This is an optimization exercise on Yosys and OpenROAD, whose aim is small area, a short achievable clock period and few clock cycles per item, not a production implementation. Where RTL was checked, it was by simulation tests only, not by an equivalence proof against the original. No activity file was given, so power comes from the tool's default toggle rates.

delta:
## pe8_feeder
module pe8_feeder #(
  parameter int N      = 32,
  parameter int Q      = 19,
  parameter int E8     = 10,
  parameter int PE_LAT = 3
) (
  input  logic            clk,
  input  logic            rst_n,
  input  logic            i_start,
  input  logic [E8-1:0]   i_cfg_en,
  output logic            o_busy,
  input  logic            i_s_valid,
  output logic            o_s_ready,
  input  logic [N-1:0]    i_s_data,
  input  logic [N-1:0]    i_s_weight,
  output logic [14*N-1:0] o_pe_in,
  output logic [14*N-1:0] o_pe_w,
  output logic [E8-1:0]   o_pe_en,
  input  logic [7*N-1:0]  i_pe_res,
  output logic            o_m_valid,
  input  logic            i_m_ready,
  output logic [N-1:0]    o_m_data,
  output logic            o_m_last,
  output logic            o_done
);
Size: ~1400 flip-flops, about 1200 I/O pins, roughly 45000 um2 of cells after synthesis.
==> module pe8_feeder, before the edit <==
module pe8_feeder #(
  parameter int N      = 32,
  parameter int Q      = 19,
  parameter int E8     = 10,
  parameter int PE_LAT = 3
) (
  input  logic            clk,
  input  logic            rst_n,
  input  logic            i_start,
  input  logic [E8-1:0]   i_cfg_en,
  output logic            o_busy,
  input  logic            i_s_valid,
  output logic            o_s_ready,
  input  logic [N-1:0]    i_s_data,
  input  logic [N-1:0]    i_s_weight,
  output logic [14*N-1:0] o_pe_in,
  output logic [14*N-1:0] o_pe_w,
  output logic [E8-1:0]   o_pe_en,
  input  logic [7*N-1:0]  i_pe_res,
  output logic            o_m_valid,
  input  logic            i_m_ready,
  output logic [N-1:0]    o_m_data,
  output logic            o_m_last,
  output logic            o_done
);
  if (Q >= N || PE_LAT < 1) begin : g_param_check
    $error("pe8_feeder: parameters need Q < N and PE_LAT >= 1");
  end
  logic          r_p_v;             
  logic [E8-1:0] r_p_cfg;
  logic          r_l_v;             
  logic [E8-1:0] r_l_cfg;
  logic [3:0]    r_idx;             
  logic          r_s_ready;
  logic          r_b_v;             
  logic [E8-1:0] r_b_cfg;
  logic          r_pe_on;           
  logic [1:0]    r_bc;              
  logic [E8-1:0] r_pe_en;
  logic          r_done;
  logic [N-1:0]  r_sd [14];
  logic [N-1:0]  r_sw [14];
  logic [N-1:0]  r_bd [3];
  logic [N-1:0]  r_bw [3];
  logic [N-1:0]  r_res [7];
  logic [6:0]    r_rv;              
  logic [6:0]    r_rl;              
  logic w_l_full, w_s_hs, w_last_hs, w_start, w_l_take;
  logic w_b_end, w_b_now, w_b_start, w_b_v_nxt, w_pe_on_nxt, w_l_v_nxt;
  logic [3:0] w_idx_nxt;
  logic w_m_hs, w_cap, w_cap_full;
  logic [6:0] w_t, w_rv_sh;
  assign w_l_full  = r_l_cfg[E8-1];
  assign w_s_hs    = i_s_valid & r_s_ready;
  assign w_last_hs = w_s_hs & (r_idx == (w_l_full ? 4'd7 : 4'd13));
  assign w_start   = i_start & ~r_p_v;
  assign w_l_take  = (~r_l_v | w_last_hs) & (r_p_v | w_start);
  assign w_l_v_nxt = w_l_take | (r_l_v & ~w_last_hs);
  assign w_idx_nxt = w_l_take ? 4'd0 : (w_s_hs ? r_idx + 4'd1 : r_idx);
  assign w_b_end   = r_pe_on & (r_bc == 2'd3);
  assign w_b_now   = w_last_hs & ~r_pe_on &
                     (w_l_full ? (r_rv[6:4] == 3'd0) : (r_rv == 7'd0));
  assign w_b_start = r_b_v & ~r_pe_on &
                     (r_b_cfg[E8-1] ? (r_rv[6:4] == 3'd0) : (r_rv == 7'd0));
  assign w_pe_on_nxt = w_b_now | w_b_start | (r_pe_on & ~w_b_end);
  assign w_b_v_nxt   = w_last_hs | (r_b_v & ~w_b_end);
  always_ff @(posedge clk or negedge rst_n) begin
    if (!rst_n) begin
      r_p_v     <= 1'b0;
      r_l_v     <= 1'b0;
      r_s_ready <= 1'b0;
      r_b_v     <= 1'b0;
      r_pe_on   <= 1'b0;
      r_pe_en   <= {E8{1'b0}};
      r_rv      <= 7'd0;
      r_done    <= 1'b0;
    end else begin
      r_p_v     <= r_p_v ? ~w_l_take : (w_start & ~w_l_take);
      r_l_v     <= w_l_v_nxt;
      r_s_ready <= w_l_v_nxt & ((w_idx_nxt < 4'd3) | ~w_b_v_nxt | (w_pe_on_nxt & r_pe_on & (r_bc == 2'd2)));
      r_b_v     <= w_b_v_nxt;
      r_pe_on   <= w_pe_on_nxt;
      r_pe_en   <= w_b_now ? r_l_cfg : (w_pe_on_nxt ? r_b_cfg : {E8{1'b0}});
      r_rv      <= w_cap ? (w_cap_full ? ((r_rv == 7'd0) ? 7'b0000001 : w_rv_sh | 7'b0010000)
                                       : 7'b1111111)
                         : w_rv_sh;
      r_done    <= w_m_hs & r_rl[0];
    end
  end
  always_ff @(posedge clk) begin
    r_idx <= w_idx_nxt;
    r_bc  <= r_pe_on ? r_bc + 2'd1 : 2'd0;
    if (w_start & ~r_p_v & ~w_l_take) r_p_cfg <= i_cfg_en;
    if (w_l_take) r_l_cfg <= r_p_v ? r_p_cfg : i_cfg_en;
    if (w_last_hs) r_b_cfg <= r_l_cfg;
  end
  logic w_commit;
  logic [N-1:0] w_zd, w_zw;
  assign w_commit = r_s_ready & (r_idx == 4'd3);
  assign w_zd = r_idx[3] ? i_s_data   : {N{1'b0}};
  assign w_zw = r_idx[3] ? i_s_weight : {N{1'b0}};
  always_ff @(posedge clk) begin
    for (int k = 0; k < 3; k++) begin
      if (r_l_v & (r_idx == 4'(k))) begin
        r_bd[k] <= i_s_data;
        r_bw[k] <= i_s_weight;
      end
      if (w_commit) begin
        r_sd[k] <= r_bd[k];
        r_sw[k] <= r_bw[k];
      end
    end
    for (int k = 3; k < 8; k++) begin
      if (r_s_ready & (r_idx == 4'(k))) begin
        r_sd[k] <= i_s_data;
        r_sw[k] <= i_s_weight;
      end
    end
    for (int k = 8; k < 14; k++) begin
      if (r_s_ready & ((r_idx == 4'(k)) | ((r_idx == 4'd3) & w_l_full))) begin
        r_sd[k] <= w_zd;
        r_sw[k] <= w_zw;
      end
    end
  end
  assign w_m_hs = r_rv[0] & i_m_ready;
  always_comb begin
    w_t[0] = w_m_hs | ~r_rv[0];
    for (int k = 1; k < 7; k++) w_t[k] = w_t[k-1] | ~r_rv[k];
  end
  assign w_rv_sh    = ({1'b0, r_rv[6:1]} & w_t) | (r_rv & ~w_t);
  assign w_cap      = r_pe_on & (r_bc == 2'd3);
  assign w_cap_full = r_b_cfg[E8-1];
  always_ff @(posedge clk) begin
    for (int k = 0; k < 7; k++) begin
      if (w_cap & ~w_cap_full) begin
        r_res[k] <= i_pe_res[k*N +: N];
        r_rl[k]  <= (k == 6);
      end else if (w_cap & w_cap_full & (k == 0) & (r_rv == 7'd0)) begin
        r_res[k] <= i_pe_res[N-1:0];
        r_rl[k]  <= 1'b1;
      end else if (w_cap & w_cap_full & (k == 4) & (r_rv != 7'd0)) begin
        r_res[k] <= i_pe_res[N-1:0];
        r_rl[k]  <= 1'b1;
      end else if (w_t[k] & (k < 6)) begin
        r_res[k] <= r_res[(k < 6) ? k + 1 : k];
        r_rl[k]  <= r_rl[(k < 6) ? k + 1 : k];
      end
    end
  end
  for (genvar k = 0; k < 14; k++) begin : g_slot
    assign o_pe_in[k*N +: N] = r_sd[k];
    assign o_pe_w[k*N +: N]  = r_sw[k];
  end
  assign o_busy    = r_p_v;
  assign o_s_ready = r_s_ready;
  assign o_pe_en   = r_pe_en;
  assign o_m_valid = r_rv[0];
  assign o_m_data  = r_res[0];
  assign o_m_last  = r_rl[0];
  assign o_done    = r_done;
endmodule
export LEC_CHECK = 0
export CAP_MARGIN = 20
export CORE_MARGIN = 2
export CORE_UTILIZATION = 30
export CTS_CLUSTER_DIAMETER = 100
export CTS_CLUSTER_SIZE = 30
export SETUP_SLACK_MARGIN = 1.65
export SLEW_MARGIN = 20
create_clock -name core_clock -period 4.0 [get_ports {clk}]
run.sh (not shown) runs the stock make flow with config.mk's settings and CLKGATE_MAP_FILE= SYNTH_SCRIPT=/design/flow/synth_recipe.tcl, a recipe that flattens the netlist after the stock synthesis.
For gamma, these inputs were changed with respect to delta:
diff --git a/flow/design.v b/flow/design.v
--- a/flow/design.v
+++ b/flow/design.v
@@ -47,9 +47,9 @@
   logic [6:0]    r_rl;              
   logic w_l_full, w_s_hs, w_last_hs, w_start, w_l_take;
   logic w_b_end, w_b_now, w_b_start, w_b_v_nxt, w_pe_on_nxt, w_l_v_nxt;
   logic [3:0] w_idx_nxt;
-  logic w_m_hs, w_cap, w_cap_full;
+  logic w_m_hs, w_cap, w_cap_full, w_res_empty_nxt;
   logic [6:0] w_t, w_rv_sh;
   assign w_l_full  = r_l_cfg[E8-1];
   assign w_s_hs    = i_s_valid & r_s_ready;
   assign w_last_hs = w_s_hs & (r_idx == (w_l_full ? 4'd7 : 4'd13));
@@ -58,11 +58,11 @@
   assign w_l_v_nxt = w_l_take | (r_l_v & ~w_last_hs);
   assign w_idx_nxt = w_l_take ? 4'd0 : (w_s_hs ? r_idx + 4'd1 : r_idx);
   assign w_b_end   = r_pe_on & (r_bc == 2'd3);
   assign w_b_now   = w_last_hs & ~r_pe_on &
-                     (w_l_full ? (r_rv[6:4] == 3'd0) : (r_rv == 7'd0));
+                     (w_l_full ? (w_rv_sh[6:3] == 4'd0) : (w_rv_sh == 7'd0));
   assign w_b_start = r_b_v & ~r_pe_on &
-                     (r_b_cfg[E8-1] ? (r_rv[6:4] == 3'd0) : (r_rv == 7'd0));
+                     (r_b_cfg[E8-1] ? (r_rv[6:3] == 4'd0) : (r_rv == 7'd0));
   assign w_pe_on_nxt = w_b_now | w_b_start | (r_pe_on & ~w_b_end);
   assign w_b_v_nxt   = w_last_hs | (r_b_v & ~w_b_end);
   always_ff @(posedge clk or negedge rst_n) begin
     if (!rst_n) begin
@@ -80,9 +80,9 @@
       r_s_ready <= w_l_v_nxt & ((w_idx_nxt < 4'd3) | ~w_b_v_nxt | (w_pe_on_nxt & r_pe_on & (r_bc == 2'd2)));
       r_b_v     <= w_b_v_nxt;
       r_pe_on   <= w_pe_on_nxt;
       r_pe_en   <= w_b_now ? r_l_cfg : (w_pe_on_nxt ? r_b_cfg : {E8{1'b0}});
-      r_rv      <= w_cap ? (w_cap_full ? ((r_rv == 7'd0) ? 7'b0000001 : w_rv_sh | 7'b0010000)
+      r_rv      <= w_cap ? (w_cap_full ? (w_res_empty_nxt ? 7'b0000001 : w_rv_sh | 7'b0001000)
                                        : 7'b1111111)
                          : w_rv_sh;
       r_done    <= w_m_hs & r_rl[0];
     end
@@ -130,17 +130,18 @@
   end
   assign w_rv_sh    = ({1'b0, r_rv[6:1]} & w_t) | (r_rv & ~w_t);
   assign w_cap      = r_pe_on & (r_bc == 2'd3);
   assign w_cap_full = r_b_cfg[E8-1];
+  assign w_res_empty_nxt = (r_rv[6:1] == 6'd0) & (~r_rv[0] | i_m_ready);
   always_ff @(posedge clk) begin
     for (int k = 0; k < 7; k++) begin
       if (w_cap & ~w_cap_full) begin
         r_res[k] <= i_pe_res[k*N +: N];
         r_rl[k]  <= (k == 6);
-      end else if (w_cap & w_cap_full & (k == 0) & (r_rv == 7'd0)) begin
+      end else if (w_cap & w_cap_full & (k == 0) & w_res_empty_nxt) begin
         r_res[k] <= i_pe_res[N-1:0];
         r_rl[k]  <= 1'b1;
-      end else if (w_cap & w_cap_full & (k == 4) & (r_rv != 7'd0)) begin
+      end else if (w_cap & w_cap_full & (k == 3) & ~w_res_empty_nxt) begin
         r_res[k] <= i_pe_res[N-1:0];
         r_rl[k]  <= 1'b1;
       end else if (w_t[k] & (k < 6)) begin
         r_res[k] <= r_res[(k < 6) ? k + 1 : k];
## What came out
The flow did not stop early for gamma: all stages ran, and the layout cleared the timing, design-rule and antenna checks.
delta closes out successfully: all stages finished, all timing, DRC and antenna checks passed.
gamma vs delta, largest fanout on the critical path went down by 30.
Amount of wire on met3 after detailed routing sits higher in gamma than in delta.
NOTE average instance area after synthesis delta->gamma decreased by a few percent
The lower relative contribution of the clock network to total power came out of gamma.
gamma vs delta: total via count in the routed design up by a few percent
Testbench counts of gamma, summed over its fixed seeds: cycles 3,394, jobs 320.
Only the layout flow was run in delta; the RTL was not checked for function there.

-- afterwards: timing with drivers on the ports --
The results above use ideal ports. As a check the final layouts listed here were re-extracted and re-timed, cells and wires unchanged.
Step 1 sets driving cells, clkbuf_16 on the clock port and buf_2 on the other inputs (assumed; they add their load-dependent delay and slew).
Step 2 moves the port delays by t, midway between the first and last clock arrival at a register: inputs arrive t later, outputs are due t later. That takes back most of the time a late clock gives input paths.
Three values: ideal ports, drivers, drivers and shift; two values: the first two.
run	shift t [ns]	setup slack, ns	hold slack, ns	worst setup path after step 2	latest minus earliest clock arrival (ns)
delta	0.746	1.661 / 1.654 / 1.131	0.083 / 0.079 / 0.395	input to register	0.049 / 0.049
gamma	0.744	1.676 / 1.638 / 0.962	0.382 / 0.382 / 0.382	input to register	0.072 / 0.072
After both steps setup and hold are still met in every run listed. For gamma, which loses most, drivers alone change the setup slack by -0.038 ns; drivers and shift together by -0.714 ns.
